Context: an optimization exercise on an open-source flow, tuned for small area, a short achievable clock period and few clock cycles per item. The choices shown serve that exercise and are no tape-out recipe. In this exercise RTL edits were held to simulation tests only and were not proved equivalent to the original. Power and IR drop assume default switching activity.

Design muldiv_iter, start of the top module:
module muldiv_iter #(
  parameter int unsigned XLEN          = 32,
  parameter int unsigned MUL_ITERATIVE = 0
) (
  input  logic            clk_i,
  input  logic            rst_ni,
  input  logic            valid_i,
  output logic            ready_o,
  input  logic [2:0]      op_i,
  input  logic [XLEN-1:0] a_i,
  input  logic [XLEN-1:0] b_i,
  input  logic            kill_i,
  output logic            valid_o,
  input  logic            ready_i,
  output logic [XLEN-1:0] result_o,
  output logic            busy_o
);
  localparam logic [1:0] S_IDLE = 2'd0;
  localparam logic [1:0] S_PREP = 2'd1;
  localparam logic [1:0] S_ITER = 2'd2;
  localparam logic [1:0] S_FIN  = 2'd3;
  logic [1:0]  st_q, st_d;
  logic        rv_q, rv_d;
  logic        ld_q, ld_d;        
  logic        busy_q, busy_d;
  logic [2:0]  op_q;
  logic [34:0] acc_q, acc_d;
  logic [31:0] lo_q, lo_d;
  logic [33:0] bm_q, bm_d;
  logic [4:0]  cnt_q, cnt_d;
  logic        last_q, last_d;    
  logic [1:0]  cls_q, cls_d;      
  logic        k17_q, k17_d;      
  logic [5:0]  bo_q, bo_d;        
  logic        dfin_q, dfin_d;    
  logic        aneg_q, bneg_q, negq_q;
  logic [5:0]  la_q, lb_q;
  logic [31:0] res_q, res_d;
  ...
For scale: roughly 2,600 cells after synthesis, roughly 110 I/O pins.
make LEC_CHECK=0 CAP_MARGIN=40 CORE_MARGIN=2 CORE_UTILIZATION=40 SLEW_MARGIN=40 finish   # period 13.5 ns
run.sh (not shown) runs the stock make flow with config.mk's settings and CLKGATE_MAP_FILE= SYNTH_SCRIPT=/design/flow/synth_recipe.tcl, a recipe that flattens the netlist after the stock synthesis.
The first run finished clean.
Testbench counts at the start, summed over its fixed seeds: cycles 49,800, items 8,000.
Edit:
==> flow/flow/run.sh (new file) <==
#!/bin/bash
set -euo pipefail
export SETUP_SLACK_MARGIN=9.0
bash standard.sh > standard.log 2>&1
==> flow/standard.sh (new file) <==
#!/bin/bash
# synth_recipe.tcl (not shown) runs the flow's synth.tcl, then flattens the netlist and writes it again
# the make line also repeats each setting of config.mk as NAME=value (left out here)
make -C /OpenROAD-flow-scripts/flow DESIGN_CONFIG=/design/flow/config.mk WORK_HOME=/design/flow/orfs CLKGATE_MAP_FILE= SYNTH_SCRIPT=/design/flow/synth_recipe.tcl "${@:-finish}"
removed: flow/run.sh
What happened: The new run ran to the end with no violations; via count increases by a few percent; flip-flop and latch count stays the same; sequential share of layout area decreases by 2.8 points; first-iteration DRC count decreases by a few percent; register-to-register slack gets better by 1.4 ns; power increases by a little under a tenth; fmax increases by a quarter to a third; hold slack gets better by 0.013 ns; sequential power decreases by a few percent; routed wire length increases by roughly a tenth; worst setup slack gets better by 1.4 ns.

---

== run A ==
Another version of the RTL of muldiv_iter (not shown whole).
For scale: ~2400 cells after synthesis, ~180 flip-flops, roughly 110 I/O pins, ~18000 um^2 of cells after synthesis.
## muldiv_iter
module muldiv_iter #(
  parameter int unsigned XLEN          = 32,
  parameter int unsigned MUL_ITERATIVE = 0
) (
  input  logic            clk_i,
  input  logic            rst_ni,
  input  logic            valid_i,
  output logic            ready_o,
  input  logic [2:0]      op_i,
  input  logic [XLEN-1:0] a_i,
  input  logic [XLEN-1:0] b_i,
  input  logic            kill_i,
  output logic            valid_o,
  input  logic            ready_i,
  output logic [XLEN-1:0] result_o,
  output logic            busy_o
);
  localparam logic [1:0] S_IDLE = 2'd0;
  localparam logic [1:0] S_PREP = 2'd1;
  localparam logic [1:0] S_ITER = 2'd2;
  localparam logic [1:0] S_FIN  = 2'd3;
  logic [1:0]  st_q, st_d;
  logic        rv_q, rv_d;
  logic        ld_q, ld_d;        
  logic        busy_q, busy_d;
  logic [2:0]  op_q;
  logic [34:0] acc_q, acc_d;
  logic [31:0] lo_q, lo_d;
  logic [33:0] bm_q, bm_d;
  logic [4:0]  cnt_q, cnt_d;
  logic        last_q, last_d;    
  logic [1:0]  cls_q, cls_d;      
  logic        k17_q, k17_d;      
  logic [5:0]  bo_d;              
  logic        dfin_q, dfin_d;    
  logic        aneg_q, bneg_q, negq_q;
  logic [5:0]  la_q, lb_q;
  logic [31:0] res_q, res_d;
  logic        c_xen_q, c_xinv_q, c_kc_q, c_m_q, c_2m_q, c_lo_q, c_sx_q;
  logic        c_inv0_q, c_one1_q, c_two1_q, c_neg1_q;
  logic        c_xen, c_xinv, c_kc, c_m, c_2m, c_lo, c_sx;
  logic        c_inv0, c_one1, c_two1, c_neg1;
  function automatic logic [5:0] lzc32(input logic [31:0] x);
    logic [7:0]  z4;
    logic [15:0] c4;
    logic [3:0]  z8;
    logic [11:0] c8;
    logic [1:0]  z16;
    logic [7:0]  c16;
    logic        z32;
    logic [4:0]  c32;
    for (int i = 0; i < 8; i++) begin
      z4[i] = (x[4*i+3 -: 4] == 4'd0);
      c4[2*i +: 2] = x[4*i+3] ? 2'd0 : x[4*i+2] ? 2'd1 : x[4*i+1] ? 2'd2 : 2'd3;
    end
    for (int i = 0; i < 4; i++) begin
      z8[i] = z4[2*i+1] & z4[2*i];
      c8[3*i +: 3] = z4[2*i+1] ? {1'b1, c4[4*i +: 2]} : {1'b0, c4[4*i+2 +: 2]};
    end
    for (int i = 0; i < 2; i++) begin
      z16[i] = z8[2*i+1] & z8[2*i];
  ...
Settings: LEC_CHECK=0, CAP_MARGIN=40, CORE_MARGIN=2, CORE_UTILIZATION=40, SLEW_MARGIN=40; clock period 13.5 ns.
standard.sh (not shown) runs the stock make flow with config.mk's settings and CLKGATE_MAP_FILE= SYNTH_SCRIPT=/design/flow/synth_recipe.tcl, a recipe that flattens the netlist after the stock synthesis.
==> flow/flow/run.sh <==
#!/bin/bash
set -euo pipefail
export SETUP_SLACK_MARGIN=8.9
bash standard.sh > standard.log 2>&1
Run A completed; timing, DRC and antenna clean
Testbench counts of run A, summed over its fixed seeds: cycles 49,800, items 8,000.
diff inputs: run A => run B
-- flow/flow/run.sh --
<<< run A, line 3
export SETUP_SLACK_MARGIN=8.9
>>> run B, line 3
export SETUP_SLACK_MARGIN=8.5
Notes after the runs:
- Run B reports its highest-delay cell along the critical path as mux2i_1 while run A reports fa_1.
- Between run B and run A, it is run B whose peak clock frequency supported by timing is lower, by about 2.1%.
- Largest fanout of any net on the critical path: run B > run A
- Length of routed met2 wiring for run B: 3.6% down relative to run A
- | fraction of the cycle the final worst path needs | run B vs run A | 0.79 points higher |
- Summary of run B over run A: design area fell 6.9%, final cell count fell about 2.3%, adder and majority gate portion of the synthesized area about even.
- Of run A and run B, the run reporting the lower share of power burned in the clock network was run A.
Edits applied to the flow inputs when going from run B to run C:
-- flow/flow/run.sh --
<<< run B, line 3
export SETUP_SLACK_MARGIN=8.5
>>> run C, line 3
export SETUP_SLACK_MARGIN=8.7
==> comparison <==
According to the power report, total power for run C is higher than for run B. Synthesized area came out exactly the same in run C and run B. Diff run C..run B | data arrival at the endpoint of the critical path | negligible. In the metrics for run C and run B, the one carrying the lower core utilization is run B. The termination of the worst setup path comes out res_q[2]$_DFFE_PP_ in one run and bm_q[11]$_DFFE_PP_ in the other, namely in run C and run B respectively. Taking run B as the reference, in run C worst-case setup margin in the final layout lost 18 ps, register-to-register slack now smaller, floorplan die width flat, fmax has decreased, overall via count from detail_route climbed 397.
Modified inputs, run D compared to run C
-- flow/flow/run.sh --
<<< run C, line 3
export SETUP_SLACK_MARGIN=8.7
>>> run D, line 3
export SETUP_SLACK_MARGIN=8.6
## What came out
Share of the synthesized area in compound gates (AO/OA/AOI/OAI): run C vs run D — no meaningful difference. On source-to-sink clock delay at the later pin of the worst-skew pair, run D tracks run C almost exactly. Cmp run C and run D / total power draw / lower: run D. Global placer's final weighted congestion (run D over run C): increase, 3.7%.

[re-timing with driven ports]
In the flow no input, the clock included, has a driving cell. The finished layouts below were timed again as built, in two steps.
Step 1, drivers: a clkbuf_16 drives clk_i and a buf_2 each remaining input, both assumed.
Step 2 also shifts input and output timing later by t, the mid clock arrival at the registers, as if the neighbouring blocks saw the same clock.
a / b / c = ideal / step 1 / step 2; a / b = the first two.
| run | shift t [ns] | setup slack, ns | worst setup path after step 2 | worst register clock-pin slew, ns | worst data-port slew with drivers (ns) |
|---|---|---|---|---|---|
| the first run of note 1 | 0.561 | 7.422 / 7.422 / 7.422 | register to register | 0.08 / 0.08 | 0.04 |
| the second run of note 1 | 0.564 | 8.790 / 8.790 / 8.512 | input to register | 0.08 / 0.08 | 0.05 |
| run A | 0.536 | 8.620 / 8.620 / 8.093 | input to register | 0.09 / 0.09 | 0.19 |
| run B | 0.522 | 8.513 / 8.513 / 8.027 | input to register | 0.09 / 0.09 | 0.05 |
| run C | 0.540 | 8.495 / 8.495 / 8.205 | input to register | 0.09 / 0.09 | 0.04 |
| run D | 0.524 | 8.612 / 8.612 / 8.123 | input to register | 0.08 / 0.08 | 0.04 |
After both steps every run listed still meets setup and hold. For run A, which loses most, drivers alone change the setup slack by 0.000 ns; drivers and shift together by -0.527 ns.
